This is an optimization exercise on Yosys and OpenROAD, whose aim is small area, a short achievable clock period and few clock cycles per item, not a production implementation. Function was checked by simulation only, so behaviour that the tests miss may differ from the original. No activity file was given, so power comes from the tool's default toggle rates.

==> design.v <==
package resizer_pkg;
   localparam int FRAME_W = 8;              
   localparam int FRAME_H = 6;              
   localparam int COL_W   = 4;              
   localparam int ROW_W   = 3;              
   localparam int ADDR_W  = 6;              
   localparam int TAP_OUTER  = -1;          
   localparam int TAP_INNER  = 9;           
   localparam int ROUND_ADD  = 128;         
   localparam int NORM_SHIFT = 8;           
   typedef struct packed {
      logic [7:0] b;
      logic [7:0] g;
      logic [7:0] r;
   } pixel_t;
   typedef struct packed {
      pixel_t row0;                         
      pixel_t row1;                         
      pixel_t row2;                         
      pixel_t row3;                         
   } column_t;
   localparam int COLUMN_BITS = 4 * 24;     
   typedef struct packed {
      logic col_valid;                      
      logic eol;                            
      logic eof;                            
   } beat_tag_t;
endpackage
`timescale 1ns/10ps
module bicubic_resizer (
   input  logic        i_clk,
   input  logic        i_rstn,
   input  logic [31:0] i_s_data,               
   input  logic        i_s_valid,
   output logic        o_s_ready,
   output resizer_pkg::pixel_t      o_m_data,
   output logic        o_m_valid,
   output logic        o_m_eol,
   output logic        o_m_eof,
   input  logic        i_m_ready
);
   logic [23:0] in_pix;
   logic        in_v;
   logic [23:0] r0 [8];
   logic [23:0] r1 [8];
   logic [23:0] r2 [8];
   logic [2:0] x;           
   logic [2:0] r;           
   logic [2:0] vc;          
   logic       fl;          
   logic       prev;        
   logic       prow5;       
   logic       tpend;       
   logic       tis5;        
   logic       sk_v;        
   logic       adv;         
   assign adv = ~sk_v;
   logic       pending;
   logic       st_norm, st_fl, st_any;    
   logic [2:0] c;           
   logic       vstep;       
   logic       tonly;       
   logic       vrow5;
   logic       first;
   assign pending = prev | tpend;
   assign first   = ~fl;
   assign c       = fl ? vc : x;
   assign vstep   = st_norm ? ((r >= 3'd2) | prev) : prev;
   assign tonly   = st_fl & ~prev & tpend & (c < 3'd2);
   assign vrow5   = prev & prow5;
   function automatic logic [4:0] tap_sel(input logic pv, input logic p5, input logic [2:0] rr,
                                          input logic lt);
      logic t, b4, b5a, b5b;
      t   = ~pv & (rr == 3'd2);
      b4  = pv & ~p5;
      b5a = pv & p5 & (rr[0] | lt);
      b5b = pv & p5 & ~(rr[0] | lt);
      tap_sel = {t | b5b, b5b, b5a, b5a, b4 | b5b};    
   endfunction
   logic sel_a1, sel_b0, sel_c1, sel_d1, sel_d0;
   logic [23:0] h0, h1, h2;
   logic [23:0] ta, tb, tc, td;
   assign h0 = r0[0];
   assign h1 = r1[0];
   assign h2 = r2[0];
   assign ta = sel_a1 ? h1 : h2;
   assign tb = sel_b0 ? h0 : h1;
   assign tc = sel_c1 ? h1 : h0;
   assign td = sel_d1 ? h1 : (sel_d0 ? h0 : in_pix);
   logic       e_em, e_hv, e_t0, e_c0, e_c7, e_sub, e_eol, e_eof;
   always_comb begin
      e_em  = 1'b0;
      e_hv  = 1'b0;
      e_t0  = 1'b0;
      e_eol = 1'b0;
      e_eof = 1'b0;
      e_c0  = (c == 3'd0);
      e_c7  = (c == 3'd7);
      e_sub = (c >= 3'd2);
      if (st_any && vstep) begin
         e_hv = 1'b1;
         e_em = (c >= 3'd2) | tpend;
      end else if (st_any && tonly) begin
         e_t0 = (c == 3'd0);
         e_em = 1'b1;
      end
      if (c == 3'd1 && tpend) begin
         e_eol = 1'b1;
         e_eof = tis5;
      end
   end
   always_ff @(posedge i_clk) begin
      if (st_any) begin
         for (int j = 0; j < 7; j++) begin
            r0[j] <= r0[j+1];
            r1[j] <= r1[j+1];
            r2[j] <= r2[j+1];
         end
         r0[7] <= st_fl ? r0[0] : in_pix;
         r1[7] <= st_fl ? r1[0] : r0[0];
         r2[7] <= st_fl ? r2[0] : r1[0];
      end
   end
   logic       prev_n, prow5_n, tpend_n, tis5_n, fl_n;
   logic [2:0] x_n, r_n, vc_n;
   always_comb begin
      prev_n  = prev;
      prow5_n = prow5;
      tpend_n = tpend;
      tis5_n  = tis5;
      x_n     = x;
      r_n     = r;
      vc_n    = vc;
      if (st_any) begin
         if (vstep && c == 3'd7) begin
            tpend_n = 1'b1;
            tis5_n  = vrow5;
            if (vrow5) prev_n = 1'b0;
            if (prev) prow5_n = 1'b1;
         end else if ((vstep || tonly) && c == 3'd1) begin
            tpend_n = 1'b0;
         end
         if (st_norm && x == 3'd7 && r == 3'd5) begin
            prev_n  = 1'b1;
            prow5_n = 1'b0;
         end
      end
      if (st_norm) begin
         x_n = x + 3'd1;
         if (x == 3'd7) r_n = (r == 3'd5) ? 3'd0 : r + 3'd1;
      end
      if (st_fl) vc_n = c + 3'd1;
      fl_n = fl;
      if (st_fl) fl_n = !(!prev_n && !tpend_n && (c + 3'd1 == x));
   end
   always_ff @(posedge i_clk) begin
      if (!i_rstn) begin
         x     <= '0;
         r     <= '0;
         vc    <= '0;
         fl    <= 1'b0;
         prev  <= 1'b0;
         prow5 <= 1'b0;
         tpend <= 1'b0;
         tis5  <= 1'b0;
         {sel_a1, sel_b0, sel_c1, sel_d1, sel_d0} <= '0;
      end else begin
         x     <= x_n;
         r     <= r_n;
         vc    <= vc_n;
         fl    <= fl_n;
         prev  <= prev_n;
         prow5 <= prow5_n;
         tpend <= tpend_n;
         tis5  <= tis5_n;
         {sel_a1, sel_b0, sel_c1, sel_d1, sel_d0} <= tap_sel(prev_n, prow5_n, r_n, fl_n & (vc_n < x_n));
      end
   end
   logic take, in_v_n, sk_v_n, hd_free;
   assign take    = o_s_ready & i_s_valid;
   assign in_v_n  = take | (in_v & ~st_norm);
   always_ff @(posedge i_clk) begin
      if (~in_v | st_norm) in_pix <= i_s_data[23:0];     
   end
   always_ff @(posedge i_clk) begin
      if (!i_rstn) begin
         in_v      <= 1'b0;
         o_s_ready <= 1'b1;
         st_norm   <= 1'b0;
         st_fl     <= 1'b0;
         st_any    <= 1'b0;
      end else begin
         in_v      <= in_v_n;
         o_s_ready <= ~in_v_n | (~sk_v_n & ~fl_n);
         st_norm   <= ~sk_v_n & ~fl_n & in_v_n;
         st_fl     <= ~sk_v_n & (fl_n | (~in_v_n & (prev_n | tpend_n)));
         st_any    <= ~sk_v_n & (fl_n | in_v_n | prev_n | tpend_n);
      end
   end
   logic [2:0][8:0] p1_bc, p1_ad;
   logic p1_em, p1_hv, p1_t0, p1_c0, p1_c7, p1_sub, p1_eol, p1_eof;
   always_ff @(posedge i_clk) begin
      if (adv) begin
         for (int ch = 0; ch < 3; ch++) begin
            p1_bc[ch] <= {1'b0, tb[ch*8 +: 8]} + {1'b0, tc[ch*8 +: 8]};
            p1_ad[ch] <= {1'b0, ta[ch*8 +: 8]} + {1'b0, td[ch*8 +: 8]};
         end
         p1_c0  <= e_c0;
         p1_c7  <= e_c7;
         p1_sub <= e_sub;
         p1_eol <= e_eol;
         p1_eof <= e_eof;
      end
   end
   logic signed [13:0] vs [3];
   logic p2_em, p2_hv, p2_t0, p2_c0, p2_c7, p2_sub, p2_eol, p2_eof;
   always_ff @(posedge i_clk) begin
      if (adv && p1_hv) begin
         for (int ch = 0; ch < 3; ch++)
            vs[ch] <= $signed({1'b0, p1_bc[ch], 3'b000}) + $signed({4'b0, p1_bc[ch]})
                      - $signed({4'b0, p1_ad[ch]}) + 14'sd8;
      end
   end
   always_ff @(posedge i_clk) begin
      if (adv) begin
         p2_c0  <= p1_c0;
         p2_c7  <= p1_c7;
         p2_sub <= p1_sub;
         p2_eol <= p1_eol;
         p2_eof <= p1_eof;
      end
   end
   logic signed [17:0] q1 [3];
   logic signed [16:0] q2 [3];
   logic signed [13:0] q3 [3];
   logic [2:0][9:0]    p3_acc;                  
   logic p3_em, p3_eol, p3_eof;
   logic signed [17:0] q1_a [3], q1_b [3], q1_n [3], bt [3];
   logic signed [16:0] q2_b [3], q2_c [3], q2_n [3];
   always_comb begin
      for (int ch = 0; ch < 3; ch++) begin
         q1_a[ch] = p2_c0 ? (18'(q3[ch]) <<< 3) : (18'(vs[ch]) <<< 3);
         q1_b[ch] = (p2_c0 | p2_c7) ? 18'sd0 : 18'(vs[ch]);
         q1_n[ch] = 18'(q2[ch]) + q1_a[ch] + q1_b[ch];
         q2_b[ch] = p2_c0 ? 17'sd0 : 17'(vs[ch]);
         q2_c[ch] = p2_c0 ? 17'sd0 : 17'(q3[ch]);
         q2_n[ch] = (17'(vs[ch]) <<< 3) + q2_b[ch] - q2_c[ch];
         bt[ch]   = q1[ch] - (p2_sub ? 18'(vs[ch]) : 18'sd0);
      end
   end
   always_ff @(posedge i_clk) begin
      if (adv) begin
         for (int ch = 0; ch < 3; ch++) begin
            if (p2_hv || p2_t0) q1[ch] <= q1_n[ch];
            if (p2_hv) begin
               q2[ch] <= q2_n[ch];
               q3[ch] <= vs[ch];
            end
            p3_acc[ch] <= bt[ch][17:8];
         end
         p3_eol <= p2_eol;
         p3_eof <= p2_eof;
      end
   end
   always_ff @(posedge i_clk) begin
      if (!i_rstn) begin
         p1_em <= 1'b0;
         p1_hv <= 1'b0;
         p1_t0 <= 1'b0;
         p2_em <= 1'b0;
         p2_hv <= 1'b0;
         p2_t0 <= 1'b0;
         p3_em <= 1'b0;
      end else if (adv) begin
         p1_em <= e_em;
         p1_hv <= e_hv;
         p1_t0 <= e_t0;
         p2_em <= p1_em;
         p2_hv <= p1_hv;
         p2_t0 <= p1_t0;
         p3_em <= p2_em;
      end
   end
   function automatic logic [7:0] clip(input logic [9:0] acc);    
      if (acc[9])      clip = 8'd0;
      else if (acc[8]) clip = 8'd255;
      else             clip = acc[7:0];
   endfunction
   logic [25:0] pushd;
   logic [25:0] sk;
   logic        push;
   assign pushd   = {p3_eol, p3_eof, clip(p3_acc[2]), clip(p3_acc[1]), clip(p3_acc[0])};
   assign push    = adv & p3_em;
   assign hd_free = ~o_m_valid | i_m_ready;
   assign sk_v_n  = ~hd_free & (sk_v | push);
   always_ff @(posedge i_clk) begin
      if (!i_rstn) begin
         o_m_valid <= 1'b0;
         sk_v      <= 1'b0;
      end else begin
         sk_v <= sk_v_n;
         if (hd_free) o_m_valid <= sk_v | push;
      end
   end
   always_ff @(posedge i_clk) begin
      if (hd_free) {o_m_eol, o_m_eof, o_m_data} <= sk_v ? sk : pushd;
      if (push) sk <= pushd;
   end
endmodule
==> run.sh <==
#!/bin/bash
# synth_recipe.tcl (not shown) runs the flow's synth.tcl, then flattens the netlist and writes it again
# the make line also repeats each setting of config.mk as NAME=value (left out here)
make -C /OpenROAD-flow-scripts/flow DESIGN_CONFIG=/design/flow/config.mk WORK_HOME=/design/flow/orfs CLKGATE_MAP_FILE= SYNTH_SCRIPT=/design/flow/synth_recipe.tcl finish
==> config.mk <==
export PLATFORM = sky130hd
export DESIGN_NAME = bicubic_resizer
export DESIGN_NICKNAME = bicubic_resizer
export VERILOG_FILES = /design/flow/design.v
export SDC_FILE = /design/flow/constraint.sdc
export NUM_CORES = 4
export LEC_CHECK = 0
export CAP_MARGIN = 20
export CORE_MARGIN = 2
export CORE_UTILIZATION = 40
export SETUP_SLACK_MARGIN = 5
export SLEW_MARGIN = 20
==> constraint.sdc <==
create_clock -name core_clock -period 8.0 [get_ports {i_clk}]
set_input_delay 1.6000 -clock core_clock [delete_from_list [all_inputs] [get_ports {i_clk}]]
set_output_delay 1.6000 -clock core_clock [all_outputs]
set_load 0.01 [all_outputs]
==> results of run 1 <==
-- cell type report --
cell class / instances / share of cell area, %
well taps: 1512 / 3.45
multi-input cells: 1879 / 31.7
clock buffers: 138 / 5.05
repair buffers: 189 / 3.48
clock inverters: 50 / 0.989
flip-flops and latches: 969 / 52.5
inverters: 422 / 2.90
-- layer usage --
| metal | wire length, um | part of all wire [%] |
|---|---|---|
| met1 | 41100 | 49 |
| met2 | 38300 | 45 |
| met3 | 2980 | 3.5 |
| met4 | 1870 | 2.2 |
| met5 | 0 | 0 |
-- timing repair --
action | CTS | global route
gates cloned | 7 | 1
setup buffers | 76 | 29
pin swaps | 79 | 73
endpoints found under the setup margin | 337 | 94
resized for setup | 213 | 122
-- placed cells by master, fill, tap and decap left out, types with 19 or more instances in the layout --
cell	n
a21boi_0	34
a21o_1	54
a21oi_1	92
a21oi_2	33
buf_4	100
clkbuf_1	31
clkbuf_16	106
clkdlybuf4s50_1	27
dfxtp_1	26
dlygate4sd2_1	19
edfxtp_1	937
fa_1	104
ha_1	229
ha_4	54
inv_1	402
mux2_2	94
mux2i_1	39
nand2_1	176
nand2b_1	32
nand2b_4	27
nand3_1	26
nor2_1	153
nor2b_1	42
nor3_1	26
o21a_1	34
o21ai_0	119
o31ai_1	24
or2_2	27
xnor2_1	107
xor2_1	56
-- power groups by stage --
stage	Combinational [mW]	Clock [mW]	Sequential [mW]
after floorplan	3.51	0	6.87
after global placement	4.54	0	6.81
after detailed placement	4.60	0	6.83
after CTS	5.46	4.84	6.72
after global routing	6.62	5.02	6.77
final	5.97	4.68	6.72
-- cell usage after synthesis (3+ instances only) --
cell         n
ha_1       291
a31o_2       4
nand4_1      9
a22oi_1      3
buf_1       11
dfxtp_1     32
nand2_1    185
nand2b_1    61
o211ai_1     8
inv_1      422
a21oi_2      3
nor2_1     169
o21a_1      34
or4_1        7
nor3_1      32
mux2_2      94
or3_1        3
fa_1       114
xnor2_1    115
clkbuf_1    58
nor2b_1     58
o21ai_0    153
a221oi_1     6
mux2i_1     40
a21boi_0    43
xor2_1      57
a2111oi_4    6
o31ai_1     26
and3_1      16
and2_1       8
nand3_1     28
a31oi_1      7
a2111o_1     4
or2_2       34
and4_1       3
o21bai_1    18
a211oi_1     4
a21oi_1    140
a21o_1      55
edfxtp_1   937
-- registers in the layout (all words and copies together) (netlist names), 3 cells and up --
| name | cells |
|---|---|
| q1 | 54 |
| r2 | 192 |
| p3_acc | 30 |
| sk | 26 |
| q3 | 42 |
| q2 | 51 |
| vs | 42 |
| x | 3 |
| p1_ad | 27 |
| in_pix | 24 |
| r0 | 192 |
| r | 3 |
| r1 | 192 |
| vc | 3 |
| p1_bc | 27 |
| o_m_data | 24 |
-- stage by stage --
stage | instance area [um2] | instances | util [%] | worst slack [ns]
detailed placement | 49100 | 4858 | 42.9 | 3.50
finish | 54900 | 5159 | 48.0 | 4.55
global placement | 49100 | 4858 | 42.9 | 3.55
CTS | 54100 | 5129 | 47.3 | 4.51
floorplan | 46800 | 3342 | - | 2.14
global route | 54900 | 5159 | 48.0 | 4.43
-- worst max-delay path: stages, from the launching register on --
cell	delay (ns)
edfxtp_1	0.42
buf_12	0.18
buf_16	0.15
nand2b_4	0.16
or2_4	0.24
fa_1	0.55
inv_2	0.05
ha_4	0.23
a21oi_4	0.15
o21ai_2	0.09
a31o_4	0.24
a221oi_4	0.28
buf_4	0.16
o21ai_1	0.05
a21oi_1	0.16
xnor2_1	0.08
-- cell families (layout without fill, tap and decap cells) --
family / after synthesis / count (layout) / share of synthesized area, %
adders and majority gates: 405 / 405 / 12.8
DFF: 969 / 969 / 62.4
AOI/OAI and AO/OA: 541 / 541 / 7.67
xor gates and xnor gates: 172 / 172 / 3.27
buffers and inverters: 494 / 799 / 4.06
muxes: 134 / 134 / 3.16
and+or+nand+nor: 627 / 627 / 6.57
-- path summary, 6_finish.rpt --
check,slack [ns],to
min reg2reg,0.41,r1[0][15]$_DFFE_PP_
max reg2reg,4.55,q1[0][17]$_DFFE_PP_
max,4.55,q1[0][17]$_DFFE_PP_
min,0.41,r1[0][15]$_DFFE_PP_
==> flow_summary.json, run 1 <==
{
  "syn_area_per_cell_um2": 13.8,
  "busiest_layer": "met2",
  "rr_worst_depth": 15,
  "via_per_inst": 4.81,
  "p_leak_nw": 21.0,
  "netlist_top_cells_area": "edfxtp_1 61%, ha_1 7.9%, fa_1 5.0%",
  "async_reset_ff_share_pct": 0,
  "avgRoutedWirePerCell_um": 16.3,
  "criticalPathCategory": "reg2reg",
  "total_power_mw": 17.4,
  "multiInputGateArea_um2": 17400,
  "initial_utilization_pct": 40.3,
  "final-hold-violation-count": 0,
  "syn_to_final_growth_pct": 19.0,
  "die_h_um": 343,
  "clock-sinks": 969,
  "yosysUniqueCellTypes": 71,
  "syn_area_um2": 46100,
  "yosys.area.top_type_share_pct": 61.0,
  "critPathLaunch": "p2_c0$_DFFE_PN_",
  "clkLatencyLatePin_ns": 0.68,
  "syn_inst": 3342,
  "cp-start-kind": "flop",
  "grt_pass1_vias": 25100,
  "cts_tree": "yes",
  "dr.pass1.iters": 5,
  "power_density_nw_per_um2": 316,
  "rows": 124,
  "coreArea_um2": 114000,
  "p_int_mw": 12.1,
  "ctsHoldBuffers": 0,
  "holdCritPathClass": "reg2reg",
  "yosys_warnings": 15,
  "grt_pass1_wl_um": 134000,
  "min_from": "r1[1][15]$_DFFE_PP_",
  "hold_slack_ns": 0.409,
  "synth_edf_count": 937,
  "pwr-share-comb_pct": 34.4,
  "hold_depth": 0,
  "dieWidth_um": 343,
  "cp.arrival_ns": 3.87,
  "clk_pin_slew_ns": 0.06,
  "switching_share_pct": 30.2,
  "crit_path_end_kind": "flop",
  "regArea_um2": 28800,
  "cap_violations": 0,
  "final_nets": 4005,
  "min_period_ns": 3.45,
  "fin_tns_setup_ns": 0,
  "worst_slew_pin_slew_ns": 1.06,
  "worstPathMaxFanout": 9,
  "overflow": 0,
  "met3_usage_pct": 2.33,
  "setup_viol": 0,
  "ant_nets": 0,
  "p_seq_share_pct": 38.7,
  "drt_iter0_markers": 1518,
  "grt_antenna_before_repair": 0,
  "track_usage_pct": 14.3,
  "design.portCount": 64,
  "dr_total_vias": 24800,
  "synth_seq_cells": 969,
  "port_buffers": 55,
  "peakVddDrop_v": 0.000189,
  "hpwl_um": 53600,
  "ys.flop_type": "edfxtp_1",
  "maxSlewViolCount": 0,
  "drive_gt1_share_pct": 19.3,
  "rsz0062_at_grt": "true",
  "nFillCells": 9844,
  "ys_seq_area_share_pct": 62.4,
  "drt-total-wl_um": 84300,
  "ctsRootBufferMaster": "clkbuf_16",
  "die-area_um2": 118000,
  "slew_headroom_pct": 29.5,
  "outcome": "finished clean",
  "grt_max_degree": 202,
  "cts_htree_levels": 3,
  "crit_required_ns": 8.42,
  "r2r-start": "p2_c0$_DFFE_PN_",
  "synth_area_leader_cell": "edfxtp_1",
  "clockBufferDepth": 3,
  "grt_util_met1_pct": 20.5,
  "fin_crit_sh_pct": 43.1,
  "fmax_ghz": 0.290,
  "syn-num-nets": 3783,
  "clock_skew_ns": 0.0250,
  "numCtsBuffers": 103,
  "routabilityCongestion": 0.768,
  "power_frac_clock_pct": 26.9,
  "netSwitchingPower_mw": 5.25,
  "antenna_cells": 0,
  "grtUsageMet2_pct": 22.5,
  "drc_errors": 0
}
Testbench counts, summed over its fixed seeds: cycles 3,256, pixels 3,072.
==> run 2: changes to the inputs <==
--- a/config.mk
+++ b/config.mk
@@ -6,7 +6,10 @@
 export NUM_CORES = 4
 export LEC_CHECK = 0
+export ABC_AREA = 1
 export CAP_MARGIN = 20
 export CORE_MARGIN = 2
 export CORE_UTILIZATION = 40
+export CTS_CLUSTER_DIAMETER = 80
+export CTS_CLUSTER_SIZE = 24
 export SETUP_SLACK_MARGIN = 5
 export SLEW_MARGIN = 20
==> run 2 against run 1 <==
Still clean. Sequential share of layout area rose by 1.1 points. Via count rose by 9.8%. Core utilization fell by 1.7 points. Critical path depth did not move. Clock skew fell by 0.0039 ns. Die area rose by 1.5%. Fmax rose by 15%. Routed wire length rose by 3.0%. Clock power fell by 35%. Synthesized area rose by 1.6%. Non-clock buffer count fell by 51. Combinational power rose by 32%. Critical path type unchanged. Highest routed layer unchanged.
==> flow_summary.json, run 2 <==
{
  "netlist_top_cells_area": "edfxtp_1 60%, ha_1 7.8%, nand2_1 5.3%",
  "final_nets": 4574,
  "yosys.area.top_type_share_pct": 60.1,
  "fmax_ghz": 0.332,
  "criticalPathCategory": "reg2reg",
  "routabilityCongestion": 0.839,
  "dr_total_vias": 27200,
  "ys_seq_area_share_pct": 61.5,
  "ctsRootBufferMaster": "clkbuf_16",
  "fin_tns_setup_ns": 0,
  "rsz0062_at_grt": "true",
  "antenna_cells": 0,
  "power_density_nw_per_um2": 332,
  "p_seq_share_pct": 38.9,
  "crit_top_cell": "a21oi_4",
  "dr.pass1.iters": 5,
  "numCtsBuffers": 54,
  "p_int_mw": 11.4,
  "design.portCount": 64,
  "coreArea_um2": 116000,
  "worstPathMaxFanout": 7,
  "maxSlewViolCount": 0,
  "top_regs": "r0: 192 flops, r1: 192 flops, r2: 192 flops",
  "slowest_delay_ns": 0.55,
  "layout_commonest_cell": "edfxtp_1",
  "syn-num-nets": 4451,
  "min_period_ns": 3.01,
  "yosys_warnings": 15,
  "crit_path_end_kind": "flop",
  "hpwl_um": 59200,
  "cts_tree": "yes",
  "holdCritPathClass": "reg2reg",
  "drc_errors": 0,
  "die_h_um": 346,
  "cp-start-kind": "flop",
  "die-area_um2": 120000,
  "ys_top_cells_by_count": "937 x edfxtp_1, 662 x nand2_1, 631 x inv_1",
  "synth_edf_count": 937,
  "crit_slowest_cell": "fa_1",
  "grt_pass1_wl_um": 136000,
  "clock_skew_ns": 0.0211,
  "port_buffers": 55,
  "netSwitchingPower_mw": 6.44,
  "clkLatencyLatePin_ns": 0.68,
  "cap_violations": 0,
  "overflow": 0,
  "synth_area_leader_cell": "edfxtp_1",
  "yosysUniqueCellTypes": 38,
  "syn_area_per_cell_um2": 11.7,
  "track_usage_pct": 14.1,
  "drt-total-wl_um": 86800,
  "crit_required_ns": 8.42,
  "final-hold-violation-count": 0,
  "clk_pin_slew_ns": 0.09,
  "peakVddDrop_v": 0.000202,
  "initial_utilization_pct": 40.3,
  "synth_seq_cells": 969,
  "fin_crit_sh_pct": 37.7,
  "async_reset_ff_share_pct": 0,
  "place_ws_ns": 3.98,
  "via_per_inst": 4.79,
  "pwr-share-comb_pct": 44.0,
  "outcome": "finished clean",
  "grt_max_degree": 202,
  "ys.flop_type": "edfxtp_1",
  "syn_inst": 4010,
  "rows": 125,
  "grt_pass1_vias": 26000,
  "setup_viol": 0,
  "total_power_mw": 17.9,
  "cp.arrival_ns": 3.43,
  "cts_htree_levels": 2,
  "finalWorstSetupSlack_ns": 4.99,
  "drive_gt1_share_pct": 12.2,
  "slew_headroom_pct": 27.8,
  "crit_path_cell_trace": "buf_8, buf_12, buf_16, nor2_4, a21oi_4, fa_1, inv_2, ha_4, a21oi_2, nand2_2, a21oi_4, buf_6, nand3b_1, nand2_1, xor2_1",
  "ctsHoldBuffers": 0,
  "grt_antenna_before_repair": 0,
  "clock-sinks": 969,
  "power_frac_clock_pct": 17.1,
  "p_leak_nw": 21.7,
  "post-synth-top-count-cell": "edfxtp_1",
  "post-route-util_pct": 46.3,
  "drt_iter0_markers": 1890,
  "dieWidth_um": 346,
  "switching_share_pct": 36.0,
  "syn_to_final_growth_pct": 14.9,
  "syn_area_um2": 46800,
  "clockBufferDepth": 3,
  "avgRoutedWirePerCell_um": 15.3,
  "worst_slew_pin_slew_ns": 1.08,
  "layout_common_cells": "937 x edfxtp_1, 620 x nand2_1, 617 x inv_1, 231 x nor2_1, 218 x ha_1",
  "ant_nets": 0
}
## run 2: power groups by stage
stage | Clock, mW | Sequential [mW] | Combinational [mW]
after floorplan | 0 | 7.16 | 4.73
after global placement | 0 | 7.06 | 6.16
after detailed placement | 0 | 7.09 | 6.23
after CTS | 3.17 | 6.96 | 6.87
after global routing | 3.34 | 7.02 | 8.87
final | 3.05 | 6.96 | 7.86
## run 2: through the flow
stage / cell area (um2) / cells / hold WS [ns]
detailed placement: 49200 / 5540 / 0.405
finish: 53800 / 5684 / 0.406
CTS: 52100 / 5649 / 0.412
global route: 53800 / 5684 / 0.421
floorplan: 46900 / 4010 / 0.400
global placement: 49200 / 5540 / 0.400
## run 2: repair_timing
item / CTS / global route
setup buffers: 19 / 29
endpoints found under the setup margin: 132 / 432
pin swaps: 25 / 87
resized for setup: 200 / 287
gates cloned: 7 / 6
## run 2: critical path, delay by kind of cell (launching register included)
family	cells	cell delay (ns)
compound gates	3	0.38
xor+xnor	1	0.15
buf+inv	5	0.64
flops	1	0.40
simple gates	4	0.37
fa+ha+maj	2	0.78
## run 2: worst paths after layout
kind | slack (ns) | cells past startpoint | endpoint | startpoint
hold / removal | 0.41 | 0 | r2[6][2]$_DFFE_PP_ | r2[7][2]$_DFFE_PP_
hold reg to reg | 0.41 | 0 | r2[6][2]$_DFFE_PP_ | r2[7][2]$_DFFE_PP_
setup reg to reg | 4.99 | 15 | q1[0][15]$_DFFE_PP_ | p2_c0$_DFFE_PN_
setup / recovery | 4.99 | 15 | q1[0][15]$_DFFE_PP_ | p2_c0$_DFFE_PN_
## run 2: area by class of cell
type | instances | area [um2]
Timing Repair inverter | 1 | 7.51
Timing Repair Buffer | 138 | 1540
Tap cell | 1524 | 1910
Sequential cell | 969 | 28800
Inverter | 642 | 2440
Multi-Input combinational cell | 2327 | 17400
Fill cell | 10300 | 62400
Clock buffer | 61 | 1430
Clock inverter | 22 | 309
## run 2: logic make-up (layout without fill, tap and decap cells)
kind of cell | after synthesis | count (layout) | share of synthesized area [%]
adders and majority gates | 405 | 405 | 12.7
buffers and inverters | 714 | 864 | 5.75
AOI/OAI and AO/OA | 635 | 635 | 7.35
and+or+nand+nor | 1105 | 1105 | 9.38
DFF | 969 | 969 | 61.5
xor gates and xnor gates | 182 | 182 | 3.40
## run 2: per-layer routing
metal  up-vias  track usage [%]  part of all wire [%]
met4         0             4.14                   2.4
met3       105             1.67                   3.9
met2       451             22.1                    45
met1     12900             20.6                    49
li1      13800                -                     -
met5         -                0                     0
==> run 3: changes to the inputs <==
--- a/config.mk
+++ b/config.mk
@@ -14,2 +14,3 @@
 export SETUP_SLACK_MARGIN = 5
 export SLEW_MARGIN = 20
+export TNS_END_PERCENT = 0
==> run 3 against run 2 <==
Still clean on timing, DRC and antenna. Hold slack lost 0.0095 ns. Sequential share of layout area grew 1.6 points. Die area is the same. First-iteration DRC count grew 1.3%. Critical endpoint is now q1[1][16]$_DFFE_PP_.
==> flow_summary.json, run 3 <==
{
  "routabilityCongestion": 0.856,
  "clk_pin_slew_ns": 0.09,
  "yosys.area.top_type_share_pct": 60.1,
  "dieWidth_um": 346,
  "ys.flop_type": "edfxtp_1",
  "clock_skew_ns": 0.0456,
  "synth_area_leader_cell": "edfxtp_1",
  "drive_gt1_share_pct": 7.44,
  "via_per_inst": 4.79,
  "netlist_top_cells_area": "edfxtp_1 60%, ha_1 7.8%, nand2_1 5.3%",
  "p_leak_nw": 21.5,
  "criticalPathCategory": "reg2reg",
  "hpwl_um": 60300,
  "grt_pass1_wl_um": 137000,
  "cp.arrival_ns": 3.58,
  "grt_antenna_before_repair": 0,
  "slew_headroom_pct": 34.6,
  "yosys_warnings": 15,
  "clkLatencyLatePin_ns": 0.71,
  "synth-xor-area-share_pct": 3.40,
  "track_usage_pct": 14.1,
  "dr_total_vias": 27200,
  "worstPathMaxFanout": 7,
  "cts_tree": "yes",
  "antenna_cells": 0,
  "ys_seq_area_share_pct": 61.5,
  "rows": 125,
  "grt_max_degree": 170,
  "synthSimpleGateAreaFrac_pct": 9.38,
  "setup_viol": 0,
  "port_buffers": 55,
  "worst_slew_pin_slew_ns": 0.980,
  "crit_path_end_kind": "flop",
  "async_reset_ff_share_pct": 0,
  "avgRoutedWirePerCell_um": 15.4,
  "coreArea_um2": 116000,
  "post-route-util_pct": 45.0,
  "grt_pass1_vias": 26500,
  "synth_edf_count": 937,
  "synth_top_family_by_area": "adder cells",
  "hold_depth": 0,
  "design.portCount": 64,
  "layout_common_cells": "937 x edfxtp_1, 643 x nand2_1, 628 x inv_1, 275 x nor2_1, 260 x ha_1",
  "ctsRootBufferMaster": "clkbuf_16",
  "clock-sinks": 969,
  "final_nets": 4555,
  "ant_nets": 0,
  "fmax_ghz": 0.317,
  "syn_inst": 4010,
  "post-synth-top-count-cell": "edfxtp_1",
  "peakVddDrop_v": 0.000220,
  "syn_area_um2": 46800,
  "crit_required_ns": 8.43,
  "die-area_um2": 120000,
  "dr.pass1.iters": 5,
  "power_density_nw_per_um2": 327,
  "min_period_ns": 3.16,
  "overflow": 0,
  "rsz0062_at_grt": "true",
  "drt_iter0_markers": 1914,
  "fin_crit_sh_pct": 39.5,
  "synthMuxAreaShare_pct": 0,
  "synth_compound_area_share_pct": 7.35,
  "top_regs": "r0: 192 flops, r1: 192 flops, r2: 192 flops",
  "die_h_um": 346,
  "drt-total-wl_um": 87100,
  "outcome": "finished clean",
  "ctsHoldBuffers": 0,
  "drc_errors": 0,
  "syn-num-nets": 4451,
  "initial_utilization_pct": 40.3,
  "clockBufferDepth": 3,
  "fin_tns_setup_ns": 0,
  "cap_violations": 0,
  "synth_seq_cells": 969,
  "ys_top_cells_by_count": "937 x edfxtp_1, 662 x nand2_1, 631 x inv_1",
  "maxSlewViolCount": 0,
  "rr_worst_depth": 13,
  "final-hold-violation-count": 0,
  "numCtsBuffers": 54,
  "layout_commonest_cell": "edfxtp_1",
  "syn_to_final_growth_pct": 11.6,
  "yosysUniqueCellTypes": 38,
  "syn_area_per_cell_um2": 11.7,
  "cp-start-kind": "flop",
  "yosys.area_share.adder_pct": 12.7,
  "holdCritPathClass": "reg2reg",
  "cts_htree_levels": 2
}
==> run 3: cell count changes in the layout (fill, tap and decap cells not counted), moves of 23 or more <==
cell     delta
a21oi_4    -24
nor2_2     -23
nor2_1     +44
nand2_1    +23
ha_1       +42
ha_4       -34
a21oi_1    +41
==> run 3: final timing paths <==
check	slack [ns]	end	from
max	4.84	q1[1][16]$_DFFE_PP_	p2_c0$_DFFE_PN_
min reg2reg	0.40	r2[0][0]$_DFFE_PP_	r2[1][0]$_DFFE_PP_
min	0.40	r2[0][0]$_DFFE_PP_	r2[1][0]$_DFFE_PP_
max reg2reg	4.84	q1[1][16]$_DFFE_PP_	p2_c0$_DFFE_PN_
==> run 3: cell type report <==
class                           instances  area [um2]
Fill cell                           10600       63900
Multi-Input combinational cell       2327       16100
Timing Repair inverter                  1        6.26
Inverter                              642        2420
Tap cell                             1524        1910
Clock inverter                         29         444
Clock buffer                           54        1350
Timing Repair Buffer                  119        1220
Sequential cell                       969       28800
==> run 3: through the flow <==
stage	power [mW]	hold slack, ns	setup slack (ns)	std cells	cell area (um2)
2_1_floorplan	11.9	0.400	2.69	4010	46800
3_3_place_gp	13.3	0.400	4.14	5545	49300
3_5_place_dp	13.3	0.405	4.12	5545	49300
4_1_cts	16.6	0.399	4.80	5632	51200
5_1_grt	18.4	0.403	4.69	5665	52300
6_report	17.1	0.397	4.84	5665	52300
==> run 3: logic make-up (layout without fill, tap and decap cells) <==
group / after synthesis / after routing
AOI/OAI and AO/OA: 635 / 635
xor gates and xnor gates: 182 / 182
adders and majority gates: 405 / 405
buffers and inverters: 714 / 845
DFF: 969 / 969
and+or+nand+nor: 1105 / 1105
==> run 3: power by group <==
part / switching (mW) / internal (mW) / total, mW
Sequential: 0.217 / 6.74 / 6.96
Combinational: 4.17 / 2.82 / 6.99
Clock: 1.72 / 1.42 / 3.14
Total: 6.10 / 11.0 / 17.1
==> run 3: repair_timing <==
item                       CTS  global route
setup endpoints to repair  119           111
gates cloned                 1             6
pin swaps                    1            31
buffers inserted             3            27
resized for setup           42           159
==> run 3: routing by layer <==
metal	up-vias	wire, um	global-route usage, %
met5	-	0	0
met4	0	2030	3.81
met3	113	3250	1.93
met2	410	39800	22.7
met1	12900	42000	20.1
li1	13800	-	-
==> run 3: critical path: stages (launching register included) <==
cell      delay [ns]
edfxtp_1        0.45
buf_12          0.18
nor2_4          0.24
clkinv_4        0.15
nor2_1          0.19
fa_1            0.45
ha_1            0.35
a21oi_1         0.17
nand2_2         0.10
a21oi_2         0.19
o21ai_2         0.12
nand3_1         0.08
nand2_1         0.06
xor2_1          0.15
==> run 4: changes to the inputs <==
--- a/config.mk
+++ b/config.mk
@@ -10,7 +10,6 @@
 export CORE_MARGIN = 2
 export CORE_UTILIZATION = 40
-export CTS_CLUSTER_DIAMETER = 80
-export CTS_CLUSTER_SIZE = 24
+export CTS_CLUSTER_DIAMETER = 100
+export CTS_CLUSTER_SIZE = 32
 export SETUP_SLACK_MARGIN = 5
 export SLEW_MARGIN = 20
-export TNS_END_PERCENT = 0
==> run 4 against run 3 <==
Critical path depth increased by 2. Die area unchanged. Largest power group unchanged. Synthesized area did not move. Critical path type unchanged. Fmax is 5.2% higher. Highest routed layer unchanged. Setup slack gained 0.16 ns. Routed wire length down 1.3%.
==> flow_summary.json, run 4 <==
{
  "holdCritPathClass": "reg2reg",
  "cts_htree_levels": 2,
  "peakVddDrop_v": 0.000205,
  "fin_tns_setup_ns": 0,
  "yosys.area.top_type_share_pct": 60.1,
  "netlist_top_cells_area": "edfxtp_1 60%, ha_1 7.8%, nand2_1 5.3%",
  "critPathTopFamily": "adder cells",
  "cp.arrival_ns": 3.39,
  "ys_seq_area_share_pct": 61.5,
  "p_int_mw": 10.9,
  "synth_top_family_by_area": "adder cells",
  "track_usage_pct": 13.9,
  "post-synth-top-count-cell": "edfxtp_1",
  "cap_violations": 0,
  "via_per_inst": 4.77,
  "async_reset_ff_share_pct": 0,
  "p_leak_nw": 21.4,
  "grt_pass1_vias": 25800,
  "top_regs": "r0: 192 flops, r1: 192 flops, r2: 192 flops",
  "hpwl_um": 59200,
  "worst_slew_pin_slew_ns": 0.967,
  "drc_errors": 0,
  "antenna_cells": 0,
  "cts_tree": "yes",
  "routabilityCongestion": 0.839,
  "min_period_ns": 3.00,
  "syn_area_per_cell_um2": 11.7,
  "dpl_cell_area_um2": 49200,
  "netSwitchingPower_mw": 6.24,
  "crit_path_cell_trace": "buf_6, nor2_4, buf_12, buf_12, nand2_4, fa_1, inv_2, ha_4, a21oi_2, nand2_2, a21oi_4, buf_6, nand3b_1, nand2_1, xor2_1",
  "layout_common_cells": "937 x edfxtp_1, 624 x nand2_1, 622 x inv_1, 234 x nor2_1, 222 x ha_1",
  "ctsHoldBuffers": 0,
  "fin_crit_sh_pct": 37.5,
  "grt_pass1_wl_um": 135000,
  "coreArea_um2": 116000,
  "synthMuxAreaShare_pct": 0,
  "drt_iter0_markers": 1899,
  "clockBufferDepth": 3,
  "numCtsBuffers": 41,
  "crit_path_end_kind": "flop",
  "dr.pass1.iters": 5,
  "fmax_ghz": 0.333,
  "power_density_nw_per_um2": 324,
  "clock-sinks": 969,
  "outcome": "finished clean",
  "ff2ff_setup_slack_ns": 5.00,
  "hold_slack_ns": 0.415,
  "criticalPathCategory": "reg2reg",
  "synth_compound_area_share_pct": 7.35,
  "final_nets": 4554,
  "synthSimpleGateAreaFrac_pct": 9.38,
  "clock_skew_ns": 0.0263,
  "crit_slowest_cell": "fa_1",
  "hold_depth": 0,
  "total_power_mw": 17.2,
  "synth_area_leader_cell": "edfxtp_1",
  "clk_pin_slew_ns": 0.12,
  "dieWidth_um": 346,
  "synth_edf_count": 937,
  "rsz0062_at_grt": "true",
  "p_seq_share_pct": 40.5,
  "syn_inst": 4010,
  "nFillCells": 10500,
  "maxSlewViolCount": 0,
  "yosysUniqueCellTypes": 38,
  "die-area_um2": 120000,
  "ys_top_cells_by_count": "937 x edfxtp_1, 662 x nand2_1, 631 x inv_1",
  "worstPathMaxFanout": 8,
  "switching_share_pct": 36.4,
  "initial_utilization_pct": 40.3,
  "die_h_um": 346,
  "syn-num-nets": 4451,
  "synth-xor-area-share_pct": 3.40,
  "rr_worst_depth": 15,
  "ant_nets": 0,
  "final_area_um2": 53000,
  "overflow": 0,
  "ys.flop_type": "edfxtp_1",
  "yosys.area_share.adder_pct": 12.7,
  "slew_headroom_pct": 35.5,
  "grt_antenna_before_repair": 0,
  "ctsRootBufferMaster": "clkbuf_16",
  "cp-start-kind": "flop",
  "yosys_warnings": 15,
  "design.portCount": 64,
  "drt-total-wl_um": 85900,
  "dr_total_vias": 27000,
  "rows": 125,
  "avgRoutedWirePerCell_um": 15.2,
  "synth_seq_cells": 969,
  "crit_required_ns": 8.39,
  "final-hold-violation-count": 0,
  "regArea_um2": 28800,
  "post-route-util_pct": 45.6,
  "syn_to_final_growth_pct": 13.2,
  "pwr-share-comb_pct": 44.3,
  "slowest_delay_ns": 0.55,
  "cp_num_cells": 15,
  "clkLatencyLatePin_ns": 0.65,
  "layout_commonest_cell": "edfxtp_1",
  "drive_gt1_share_pct": 11.0,
  "power_frac_clock_pct": 15.1,
  "setup_viol": 0,
  "multiInputGateArea_um2": 17200,
  "syn_area_um2": 46800,
  "grt_max_degree": 202,
  "crit_buf_inv": 5,
  "port_buffers": 55
}
## run 4: final cells by class
type	count	share of cell area, %
multi-input combinational	2327	32.5
clock inverter	18	0.482
tap	1524	3.60
timing repair inverter	1	0.0142
sequential	969	54.3
timing repair buffer	131	2.55
clock buffer	42	1.94
inverter	642	4.61
## run 4: logic make-up (layout without fill, tap and decap cells)
| logic type | count (synthesis) | after routing |
|---|---|---|
| adders and majority gates | 405 | 405 |
| buffers and inverters | 714 | 834 |
| xor gates and xnor gates | 182 | 182 |
| and+or+nand+nor | 1105 | 1105 |
| AOI/OAI and AO/OA | 635 | 635 |
| DFF | 969 | 969 |
## run 4: final timing paths
path | from | endpoint
worst max-delay path | p2_c0$_DFFE_PN_ | q1[0][15]$_DFFE_PP_
worst min-delay path | r1[1][15]$_DFFE_PP_ | r1[0][15]$_DFFE_PP_
worst max register to register | p2_c0$_DFFE_PN_ | q1[0][15]$_DFFE_PP_
worst min register to register | r1[1][15]$_DFFE_PP_ | r1[0][15]$_DFFE_PP_
## run 4: repair_timing
| item | 4_1_cts | 5_1_grt |
|---|---|---|
| buffers inserted | 27 | 19 |
| cloned | 6 | 2 |
| pin swaps | 26 | 73 |
| endpoints found under the setup margin | 133 | 436 |
| gates resized for setup | 176 | 269 |
## run 4: per-stage QoR
| stage | worst slack, ns | cells |
|---|---|---|
| floorplan | 2.70 | 4010 |
| global placement | 4.00 | 5540 |
| detailed placement | 3.98 | 5540 |
| CTS | 4.89 | 5633 |
| global route | 4.86 | 5654 |
| finish | 5.00 | 5654 |
## run 4: power by group through the flow
| stage | logic [mW] | registers, mW | clock network, mW |
|---|---|---|---|
| 2_1_floorplan | 4.73 | 7.16 | 0 |
| 3_3_place_gp | 6.16 | 7.06 | 0 |
| 3_5_place_dp | 6.23 | 7.09 | 0 |
| 4_1_cts | 6.77 | 6.96 | 2.72 |
| 5_1_grt | 8.62 | 7.02 | 2.86 |
| 6_report | 7.61 | 6.95 | 2.59 |
## run 4: per-layer routing
| layer | vias to the layer above | track usage (%) | routed length [um] |
|---|---|---|---|
| met2 | 341 | 22.0 | 39000 |
| li1 | 13700 | - | - |
| met5 | - | 0 | 0 |
| met3 | 73 | 1.67 | 2710 |
| met4 | 0 | 3.70 | 1720 |
| met1 | 12800 | 20.4 | 42500 |
==> run 5: changes to the inputs <==
--- a/config.mk
+++ b/config.mk
@@ -14,2 +14,3 @@
 export SETUP_SLACK_MARGIN = 5
 export SLEW_MARGIN = 20
+export TNS_END_PERCENT = 30
==> run 5 against run 4 <==
Critical path type unchanged. Global-route usage grew 0.38 points. First-iteration DRC count shrank 2.8%. Clock-buffer cell count grew 10. Still clean on timing, DRC and antenna. Synthesized cell count is the same. Synthesized area is the same.
==> flow_summary.json, run 5 <==
{
  "port_buffers": 55,
  "clock_skew_ns": 0.0271,
  "ctsRootBufferMaster": "clkbuf_16",
  "ys_seq_area_share_pct": 61.5,
  "ys.flop_type": "edfxtp_1",
  "p_seq_share_pct": 39.4,
  "syn_inst": 4010,
  "clock-sinks": 969,
  "synth_area_leader_cell": "edfxtp_1",
  "numCtsBuffers": 42,
  "peakVddDrop_v": 0.000183,
  "grt_pass1_vias": 26800,
  "syn-num-nets": 4451,
  "synthMuxAreaShare_pct": 0,
  "yosys_warnings": 15,
  "dr_total_vias": 27300,
  "netSwitchingPower_mw": 6.41,
  "rows": 125,
  "criticalPathCategory": "reg2reg",
  "crit_required_ns": 8.39,
  "avgRoutedWirePerCell_um": 15.4,
  "switching_share_pct": 36.3,
  "worstPathMaxFanout": 7,
  "slew_headroom_pct": 38.0,
  "post-synth-top-count-cell": "edfxtp_1",
  "layout_common_cells": "937 x edfxtp_1, 605 x inv_1, 603 x nand2_1, 254 x nor2_1, 224 x ha_1",
  "drt-total-wl_um": 87700,
  "nFillCells": 10300,
  "crit_top_cell": "nand2_2",
  "crit_slowest_cell": "fa_1",
  "yosys.area_share.adder_pct": 12.7,
  "design.portCount": 64,
  "r2r_end": "q1[2][14]$_DFFE_PP_",
  "syn_to_final_growth_pct": 14.4,
  "drt_iter0_markers": 1845,
  "hold_end": "r0[0][8]$_DFFE_PP_",
  "clockBufferDepth": 3,
  "final_nets": 4598,
  "synth-xor-area-share_pct": 3.40,
  "drive_gt1_share_pct": 12.0,
  "syn_area_um2": 46800,
  "dr.pass1.iters": 5,
  "holdCritPathClass": "reg2reg",
  "cts_htree_levels": 2,
  "syn_area_per_cell_um2": 11.7,
  "critPathTopFamily": "adder cells",
  "cap_violations": 0,
  "hpwl_um": 60200,
  "die-area_um2": 120000,
  "r2r-start": "p2_c0$_DFFE_PN_",
  "worst_slew_pin_slew_ns": 0.930,
  "power_frac_clock_pct": 15.4,
  "netlist_top_cells_area": "edfxtp_1 60%, ha_1 7.8%, nand2_1 5.3%",
  "crit_buf_inv": 6,
  "coreArea_um2": 116000,
  "cts_tree": "yes",
  "synthSimpleGateAreaFrac_pct": 9.38,
  "clk_pin_slew_ns": 0.12,
  "rr_worst_depth": 18,
  "final-hold-violation-count": 0,
  "setup_viol": 0,
  "layout_commonest_cell": "edfxtp_1",
  "power_density_nw_per_um2": 330,
  "ys_top_cells_by_count": "937 x edfxtp_1, 662 x nand2_1, 631 x inv_1",
  "rsz0062_at_grt": "true",
  "synth_top_family_by_area": "adder cells",
  "overflow": 0,
  "async_reset_ff_share_pct": 0,
  "track_usage_pct": 14.3,
  "top_regs": "r0: 192 flops, r1: 192 flops, r2: 192 flops",
  "pwr-share-comb_pct": 45.2,
  "ctsHoldBuffers": 0,
  "min_from": "r0[1][8]$_DFFE_PP_",
  "synth_seq_cells": 969,
  "hold_depth": 0,
  "crit_path_end_kind": "flop",
  "clkLatencyLatePin_ns": 0.65,
  "grt_max_degree": 137,
  "die_h_um": 346,
  "synth_edf_count": 937,
  "dieWidth_um": 346,
  "fin_crit_sh_pct": 40.6,
  "cp.arrival_ns": 3.63,
  "drc_errors": 0,
  "yosysUniqueCellTypes": 38,
  "synth_compound_area_share_pct": 7.35,
  "fin_tns_setup_ns": 0,
  "ant_nets": 0,
  "slowest_delay_ns": 0.56,
  "via_per_inst": 4.78,
  "maxSlewViolCount": 0,
  "routabilityCongestion": 0.853,
  "cp-start-kind": "flop",
  "min_period_ns": 3.24,
  "p_int_mw": 11.3,
  "ff2ff_setup_slack_ns": 4.76,
  "yosys.area.top_type_share_pct": 60.1,
  "initial_utilization_pct": 40.3,
  "outcome": "finished clean",
  "grt_antenna_before_repair": 0,
  "grt_pass1_wl_um": 139000,
  "fmax_ghz": 0.308,
  "total_power_mw": 17.7,
  "p_leak_nw": 22.0,
  "crit_path_cell_trace": "buf_6, buf_8, nor2_4, buf_12, buf_12, buf_6, nand2_4, fa_1, inv_2, ha_4, a21o_1, nand3_1, nand2_1, nand2_2, nand3_4, nand2_2, nand2_2, xor2_1"
}
-- run 5: how the worst max path moves through the flow --
stage | start | to | slack, ns | cells after the start
floorplan | st_any$_SDFF_PN0_ | st_any$_SDFF_PN0_ | 2.70 | 9
global placement | p2_c0$_DFFE_PN_ | q1[0][17]$_DFFE_PP_ | 3.79 | 12
detailed placement | p2_c0$_DFFE_PN_ | q1[0][17]$_DFFE_PP_ | 3.77 | 11
CTS | o_m_data[18]$_DFFE_PP_ | o_m_data[18] | 4.82 | 1
global route | p2_c0$_DFFE_PN_ | q1[2][14]$_DFFE_PP_ | 4.71 | 18
finish | p2_c0$_DFFE_PN_ | q1[2][14]$_DFFE_PP_ | 4.76 | 18
-- run 5: cells by family (layout without fill, tap and decap cells) --
family                   after synthesis  in the layout
AND/OR/NAND/NOR                     1105           1105
other                                  0              1
XOR/XNOR                             182            182
buffers and inverters                714            886
AO/OA/AOI/OAI                        635            635
flip-flops                           969            969
adder cells (fa/ha/maj)              405            405
-- run 5: per-layer routing --
metal	global-route usage, %	share of wire (%)	vias to the layer above
met5	0	0	-
met4	4.21	2.3	0
met3	1.68	3.1	100
met2	23.2	46	387
met1	20.4	49	13000
li1	-	-	13800
-- run 5: cell type report --
type | count | area (um2) | share of cell area, %
inverters | 642 | 2430 | 4.54
repair buffers | 175 | 1820 | 3.40
multi-input cells | 2327 | 17200 | 32.1
diodes | 1 | 2.50 | 0.00467
clock inverters | 17 | 263 | 0.491
well taps | 1524 | 1910 | 3.56
flip-flops and latches | 969 | 28800 | 53.8
clock buffers | 52 | 1130 | 2.11
-- run 5: per-stage QoR --
stage               std cells  setup slack, ns  cell area (um2)  util [%]  hold slack, ns
global route             5706             4.71            53500      46.1           0.427
floorplan                4010             2.70            46800         -           0.400
finish                   5707             4.76            53600      46.1           0.416
detailed placement       5543             3.77            49300      42.4           0.405
CTS                      5677             4.82            52600      45.2           0.417
global placement         5543             3.79            49300      42.4           0.400
-- run 5: power by group through the flow --
stage	clock, mW	combinational [mW]	sequential, mW
final	2.72	7.98	6.96
after floorplan	0	4.72	7.16
after detailed placement	0	6.24	7.10
after global placement	0	6.18	7.07
after global routing	2.98	8.98	7.03
after CTS	2.83	7.37	6.97
-- run 5: what timing repair did --
item	4_1_cts	5_1_grt
endpoints found under the setup margin	211	226
pin swaps	72	69
buffers inserted	59	29
resized for setup	243	190
cloned	6	0
==> run 6: changes to the inputs <==
--- a/config.mk
+++ b/config.mk
@@ -10,7 +10,4 @@
 export CORE_MARGIN = 2
 export CORE_UTILIZATION = 40
-export CTS_CLUSTER_DIAMETER = 100
-export CTS_CLUSTER_SIZE = 32
 export SETUP_SLACK_MARGIN = 5
 export SLEW_MARGIN = 20
-export TNS_END_PERCENT = 30
==> run 6 against run 5 <==
Still clean. Hold slack worse by 0.014 ns. Sequential share of layout area down 1.0 points. Fmax increased by 7.9%. Synthesized area unchanged. Routed wire length fell by 0.83%. Combinational power decreased by 7.1%. Setup slack better by 0.24 ns. Final area is 1.9% higher. Flip-flop and latch count unchanged. Clock skew is 0.0064 ns lower. Cell count rose by 1.0%. Core utilization grew 0.88 points.
==> flow_summary.json, run 6 <==
{
  "top_regs": "r0: 192 flops, r1: 192 flops, r2: 192 flops",
  "min_period_ns": 3.01,
  "fmax_ghz": 0.333,
  "track_usage_pct": 14.3,
  "clockBufferDepth": 3,
  "routabilityCongestion": 0.839,
  "clock_skew_ns": 0.0207,
  "drt_iter0_markers": 1789,
  "syn_area_um2": 46800,
  "grt_max_degree": 202,
  "final_area_um2": 54600,
  "initial_utilization_pct": 40.3,
  "syn-num-nets": 4451,
  "antenna_cells": 0,
  "grt_pass1_wl_um": 138000,
  "final-hold-violation-count": 0,
  "criticalPathCategory": "reg2reg",
  "setup_viol": 0,
  "slew_headroom_pct": 35.9,
  "cp-start-kind": "flop",
  "outcome": "finished clean",
  "overflow": 0,
  "cp.arrival_ns": 3.43,
  "nFillCells": 10300,
  "die-area_um2": 120000,
  "syn_area_per_cell_um2": 11.7,
  "total_power_mw": 18.9,
  "ys_seq_area_share_pct": 61.5,
  "holdCritPathClass": "reg2reg",
  "regArea_um2": 28800,
  "drc_errors": 0,
  "dpl_cell_area_um2": 49200,
  "netlist_top_cells_area": "edfxtp_1 60%, ha_1 7.8%, nand2_1 5.3%",
  "ctsHoldBuffers": 0,
  "power_density_nw_per_um2": 347,
  "ys.flop_type": "edfxtp_1",
  "dieWidth_um": 346,
  "final_nets": 4600,
  "peakVddDrop_v": 0.000178,
  "rows": 125,
  "clk_pin_slew_ns": 0.06,
  "async_reset_ff_share_pct": 0,
  "design.portCount": 64,
  "clkLatencyLatePin_ns": 0.67,
  "synth_edf_count": 937,
  "syn_to_final_growth_pct": 16.6,
  "die_h_um": 346,
  "crit_required_ns": 8.42,
  "coreArea_um2": 116000,
  "hold_slack_ns": 0.402,
  "synth_area_leader_cell": "edfxtp_1",
  "multiInputGateArea_um2": 16900,
  "ff2ff_setup_slack_ns": 4.99,
  "layout_common_cells": "937 x edfxtp_1, 638 x nand2_1, 629 x inv_1, 236 x nor2_1, 229 x ha_1",
  "hpwl_um": 59200,
  "syn_inst": 4010,
  "ys_top_cells_by_count": "937 x edfxtp_1, 662 x nand2_1, 631 x inv_1",
  "ant_nets": 0,
  "drt-total-wl_um": 87000,
  "post-synth-top-count-cell": "edfxtp_1",
  "cap_violations": 0,
  "crit_slowest_cell": "fa_1",
  "worstPathMaxFanout": 11,
  "crit_path_end_kind": "flop",
  "ctsRootBufferMaster": "clkbuf_16",
  "yosys.area.top_type_share_pct": 60.1,
  "grt_pass1_vias": 26500,
  "slowest_delay_ns": 0.47,
  "via_per_inst": 4.75,
  "yosysUniqueCellTypes": 38,
  "cts_tree": "yes",
  "crit_top_cell": "nand2_1",
  "dr.pass1.iters": 5,
  "avgRoutedWirePerCell_um": 15.1,
  "cts_htree_levels": 3,
  "port_buffers": 55,
  "worst_slew_pin_slew_ns": 0.961,
  "p_leak_nw": 22.3,
  "grt_antenna_before_repair": 0,
  "clock-sinks": 969,
  "maxSlewViolCount": 0,
  "yosys_warnings": 15,
  "dr_total_vias": 27400,
  "numCtsBuffers": 97,
  "fin_crit_sh_pct": 37.6,
  "rsz0062_at_grt": "true",
  "layout_commonest_cell": "edfxtp_1",
  "crit_path_cell_trace": "buf_6, bufbuf_16, nor2_2, a21oi_1, fa_1, inv_1, ha_4, a21o_1, nand3_1, nand2_1, nand2_1, nand3_2, nand2_1, nand2_1, xor2_2",
  "drive_gt1_share_pct": 11.9,
  "synth_seq_cells": 969,
  "fin_tns_setup_ns": 0
}
## run 6: worst paths after layout
check | from | end | depth (start not counted)
setup / recovery | p2_c0$_DFFE_PN_ | q1[2][14]$_DFFE_PP_ | 15
hold reg to reg | r1[2][8]$_DFFE_PP_ | r1[1][8]$_DFFE_PP_ | 0
hold / removal | r1[2][8]$_DFFE_PP_ | r1[1][8]$_DFFE_PP_ | 0
setup reg to reg | p2_c0$_DFFE_PN_ | q1[2][14]$_DFFE_PP_ | 15
## run 6: through the flow
step                worst slack [ns]  utilization (%)  cells
CTS                             4.98             46.0   5750
floorplan                       2.70                -   4010
global placement                4.00             42.4   5540
global route                    4.89             47.0   5766
finish                          4.99             47.0   5766
detailed placement              3.98             42.4   5540
## run 6: cell type report
cell class | count | share of cell area, %
clock inverter | 71 | 1.26
clock buffer | 111 | 4.66
inverter | 642 | 4.46
tap | 1524 | 3.49
multi-input combinational | 2327 | 31.0
timing repair buffer | 121 | 2.39
timing repair inverter | 1 | 0.0138
sequential | 969 | 52.8
## run 6: cells by family after synthesis
kind of cell             after synthesis  synth area share, %
AO/OA/AOI/OAI                        635                 7.35
XOR/XNOR                             182                 3.40
adder cells (fa/ha/maj)              405                 12.7
buffers and inverters                714                 5.75
flip-flops                           969                 61.5
AND/OR/NAND/NOR                     1105                 9.38
## run 6: layer usage
layer  vias to the layer above  wire length (um)  track usage (%)
met4                         0              2060             4.54
met3                       126              3310             2.12
met1                     13000             42600             20.5
met5                         -                 0                0
met2                       398             39000             22.3
li1                      13900                 -                -
## run 6: critical path: cells and delay by family, from the launching register on
| family | cells | cell delay [ns] |
|---|---|---|
| compound gates | 2 | 0.43 |
| xor+xnor | 1 | 0.16 |
| simple gates | 7 | 0.53 |
| buf+inv | 3 | 0.60 |
| flops | 1 | 0.34 |
| fa+ha+maj | 2 | 0.68 |
## run 6: where the power goes
part | total, mW | internal, mW | switching, mW
logic | 7.41 | 3.07 | 4.34
registers | 6.97 | 6.75 | 0.213
clock network | 4.55 | 2.62 | 1.93
## run 6: repair_timing
item,CTS,global route
resized for setup,179,192
hold endpoints to repair,0,0
cloned,7,2
endpoints found under the setup margin,130,426
setup buffers,21,14
pin swaps,24,38
==> run 7: changes to the inputs <==
--- a/config.mk
+++ b/config.mk
@@ -10,4 +10,6 @@
 export CORE_MARGIN = 2
 export CORE_UTILIZATION = 40
+export CTS_CLUSTER_DIAMETER = 50
+export CTS_CLUSTER_SIZE = 30
 export SETUP_SLACK_MARGIN = 5
 export SLEW_MARGIN = 20
==> run 7 against run 6 <==
First-iteration DRC count unchanged. Fmax decreased by 0.25%. Largest cell class unchanged. Total power increased by 1.2%. Still clean.
==> flow_summary.json, run 7 <==
{
  "ff2ff_setup_slack_ns": 4.99,
  "hold_end": "r2[4][17]$_DFFE_PP_",
  "ant_nets": 0,
  "final_nets": 4605,
  "critPathLaunch": "p2_c0$_DFFE_PN_",
  "fmax_ghz": 0.332,
  "grt_util_met1_pct": 20.4,
  "power_density_nw_per_um2": 349,
  "synth_seq_cells": 969,
  "coreArea_um2": 116000,
  "busiest_layer": "met2",
  "crit_path_end_kind": "flop",
  "grt_pass1_wl_um": 138000,
  "hpwl_um": 59200,
  "syn_to_final_growth_pct": 17.2,
  "fin_tns_setup_ns": 0,
  "hold_depth": 0,
  "synthSimpleGateAreaFrac_pct": 9.38,
  "syn_area_um2": 46800,
  "yosys.area.top_type_share_pct": 60.1,
  "design.portCount": 64,
  "drc_errors": 0,
  "layout_common_cells": "937 x edfxtp_1, 641 x nand2_1, 628 x inv_1, 239 x nor2_1, 226 x ha_1",
  "die_h_um": 346,
  "synth_compound_area_share_pct": 7.35,
  "worstPathMaxFanout": 7,
  "via_per_inst": 4.77,
  "syn_inst": 4010,
  "synth-xor-area-share_pct": 3.40,
  "grt_max_degree": 202,
  "maxSlewViolCount": 0,
  "worst_slew_pin_slew_ns": 1.03,
  "min_from": "r2[5][17]$_DFFE_PP_",
  "finalNonFillerCells": 5771,
  "criticalPathCategory": "reg2reg",
  "slew_headroom_pct": 31.3,
  "peakVddDrop_v": 0.000167,
  "ys.flop_type": "edfxtp_1",
  "cap_violations": 0,
  "syn_area_per_cell_um2": 11.7,
  "routabilityCongestion": 0.839,
  "ctsHoldBuffers": 0,
  "rsz0062_at_grt": "true",
  "clock-sinks": 969,
  "clockBufferDepth": 3,
  "post-synth-top-count-cell": "edfxtp_1",
  "rr_worst_depth": 15,
  "r2r_end": "q1[0][15]$_DFFE_PP_",
  "cts_htree_levels": 3,
  "initial_utilization_pct": 40.3,
  "synthMuxAreaShare_pct": 0,
  "met3_usage_pct": 2.09,
  "setup_viol": 0,
  "layout_commonest_cell": "edfxtp_1",
  "rows": 125,
  "die-area_um2": 120000,
  "clock_skew_ns": 0.0259,
  "port_buffers": 55,
  "top_regs": "r0: 192 flops, r1: 192 flops, r2: 192 flops",
  "drt-total-wl_um": 86900,
  "dr.pass1.iters": 5,
  "p_leak_nw": 22.4,
  "yosysUniqueCellTypes": 38,
  "outcome": "finished clean",
  "post-route-util_pct": 47.2,
  "netlist_top_cells_area": "edfxtp_1 60%, ha_1 7.8%, nand2_1 5.3%",
  "final-hold-violation-count": 0,
  "nFillCells": 10300,
  "dieWidth_um": 346,
  "ctsRootBufferMaster": "clkbuf_16",
  "cp.arrival_ns": 3.42,
  "drt_iter0_markers": 1789,
  "syn-num-nets": 4451,
  "dp.cells": 5540,
  "crit_required_ns": 8.41,
  "grt_antenna_before_repair": 0,
  "async_reset_ff_share_pct": 0,
  "grtUsageMet2_pct": 22.4,
  "yosys_warnings": 15,
  "clkLatencyLatePin_ns": 0.68,
  "dr_total_vias": 27500,
  "r2r-start": "p2_c0$_DFFE_PN_",
  "avgRoutedWirePerCell_um": 15.1,
  "synth_area_leader_cell": "edfxtp_1",
  "holdCritPathClass": "reg2reg",
  "drive_gt1_share_pct": 12.4,
  "synth_edf_count": 937,
  "yosys.area_share.adder_pct": 12.7,
  "ys_seq_area_share_pct": 61.5,
  "overflow": 0,
  "grt_pass1_vias": 26500,
  "clk_pin_slew_ns": 0.07,
  "ys_top_cells_by_count": "937 x edfxtp_1, 662 x nand2_1, 631 x inv_1",
  "track_usage_pct": 14.3,
  "min_period_ns": 3.01,
  "fin_crit_sh_pct": 37.7,
  "cts_tree": "yes",
  "cp-start-kind": "flop",
  "antenna_cells": 0,
  "numCtsBuffers": 97,
  "synth_top_family_by_area": "adder cells"
}
run 7: through the flow:
step | area [um2] | hold WS (ns) | setup WS, ns | power, mW
global placement | 49200 | 0.400 | 4.00 | 13.2
finish | 54900 | 0.411 | 4.99 | 19.2
floorplan | 46900 | 0.400 | 2.70 | 11.9
detailed placement | 49200 | 0.405 | 3.98 | 13.3
CTS | 53800 | 0.407 | 4.89 | 18.7
global route | 54900 | 0.410 | 4.84 | 20.6
run 7: layout make-up:
type / instances / area [um2] / area share [%]
multi-input combinational: 2327 / 16900 / 30.8
timing repair inverter: 1 / 7.51 / 0.0137
sequential: 969 / 28800 / 52.5
timing repair buffer: 126 / 1350 / 2.45
tap: 1524 / 1910 / 3.47
inverter: 642 / 2440 / 4.44
clock inverter: 82 / 1050 / 1.91
clock buffer: 100 / 2440 / 4.44
run 7: cell families (layout without fill, tap and decap cells):
kind of cell               Yosys count  after routing
AOI/OAI and AO/OA                  635            635
and+or+nand+nor                   1105           1105
adders and majority gates          405            405
buffers and inverters              714            951
DFF                                969            969
xor gates and xnor gates           182            182
run 7: timing repair:
action | 4_1_cts | 5_1_grt
endpoints found under the setup margin | 134 | 437
setup buffers | 19 | 21
endpoints found under the hold margin | 0 | 0
gates resized for setup | 188 | 180
gates cloned | 7 | 2
pin swaps | 27 | 46
run 7: routing by layer:
metal / routed length (um) / share of wire (%)
met1: 42300 / 49
met2: 39100 / 45
met3: 3280 / 3.8
met4: 2130 / 2.5
met5: 0 / 0
run 7: worst max-delay path by stage:
stage	endpoint	slack (ns)	cells after the start
finish	q1[0][15]$_DFFE_PP_	4.99	15
global route	q1[0][15]$_DFFE_PP_	4.84	15
CTS	q1[0][15]$_DFFE_PP_	4.89	15
detailed placement	q1[1][11]$_DFFE_PP_	3.98	11
global placement	q1[0][17]$_DFFE_PP_	4.00	12
floorplan	st_any$_SDFF_PN0_	2.70	9
run 7: critical path, stage by stage, from the launching register on:
cell and delay, ns:
edfxtp_1 0.38, buf_6 0.17, nor2_4 0.13, buf_12 0.14, buf_12 0.13, nand2_1 0.07, fa_1 0.50, inv_1 0.06
ha_4 0.23, a21oi_2 0.13, nand2_1 0.10, a21oi_2 0.21, buf_4 0.15, nand3b_1 0.09, nand2_1 0.06, xor2_1 0.15
run 7: report_power, final:
group	internal (mW)	leakage, nW	switching [mW]
combinational	3.11	11.5	4.34
sequential	6.75	9.26	0.213
clock	2.50	1.67	2.24
total	12.4	22.4	6.80

-- afterwards: timing with drivers on the ports --
In the flow no input, the clock included, has a driving cell. The finished layouts below were timed again as built, in two steps.
Step 1: set_driving_cell puts a clkbuf_16 on i_clk and a buf_2 on each other input, an assumption about the parent block.
Step 2 also shifts input and output timing later by t, the mid clock arrival at the registers, as if the neighbouring blocks saw the same clock.
Slacks: no drivers / after step 1 / after step 2; pairs: no drivers / after step 1.
run	shift t [ns]	setup slack, ns	worst hold slack (ns)	clock arrival spread, ns	worst slew at a driven data input, ns
run 1	0.734	4.548 / 4.548 / 4.548	0.409 / 0.409 / 0.409	0.031 / 0.031	0.04
run 2	0.748	4.986 / 4.986 / 4.785	0.406 / 0.406 / 0.406	0.029 / 0.029	0.04
run 3	0.759	4.843 / 4.802 / 4.758	0.397 / 0.397 / 0.397	0.055 / 0.054	0.05
run 4	0.708	5.000 / 5.000 / 4.784	0.415 / 0.415 / 0.415	0.027 / 0.027	0.04
run 5	0.710	4.756 / 4.756 / 4.756	0.416 / 0.416 / 0.416	0.029 / 0.029	0.04
run 6	0.732	4.993 / 4.993 / 4.757	0.402 / 0.402 / 0.402	0.021 / 0.022	0.04
run 7	0.742	4.986 / 4.986 / 4.767	0.411 / 0.411 / 0.411	0.036 / 0.036	0.04
After both steps every run listed still meets setup and hold. The setup slack of run 6, which loses most, moves by 0.000 ns with the drivers and by -0.236 ns with both steps.
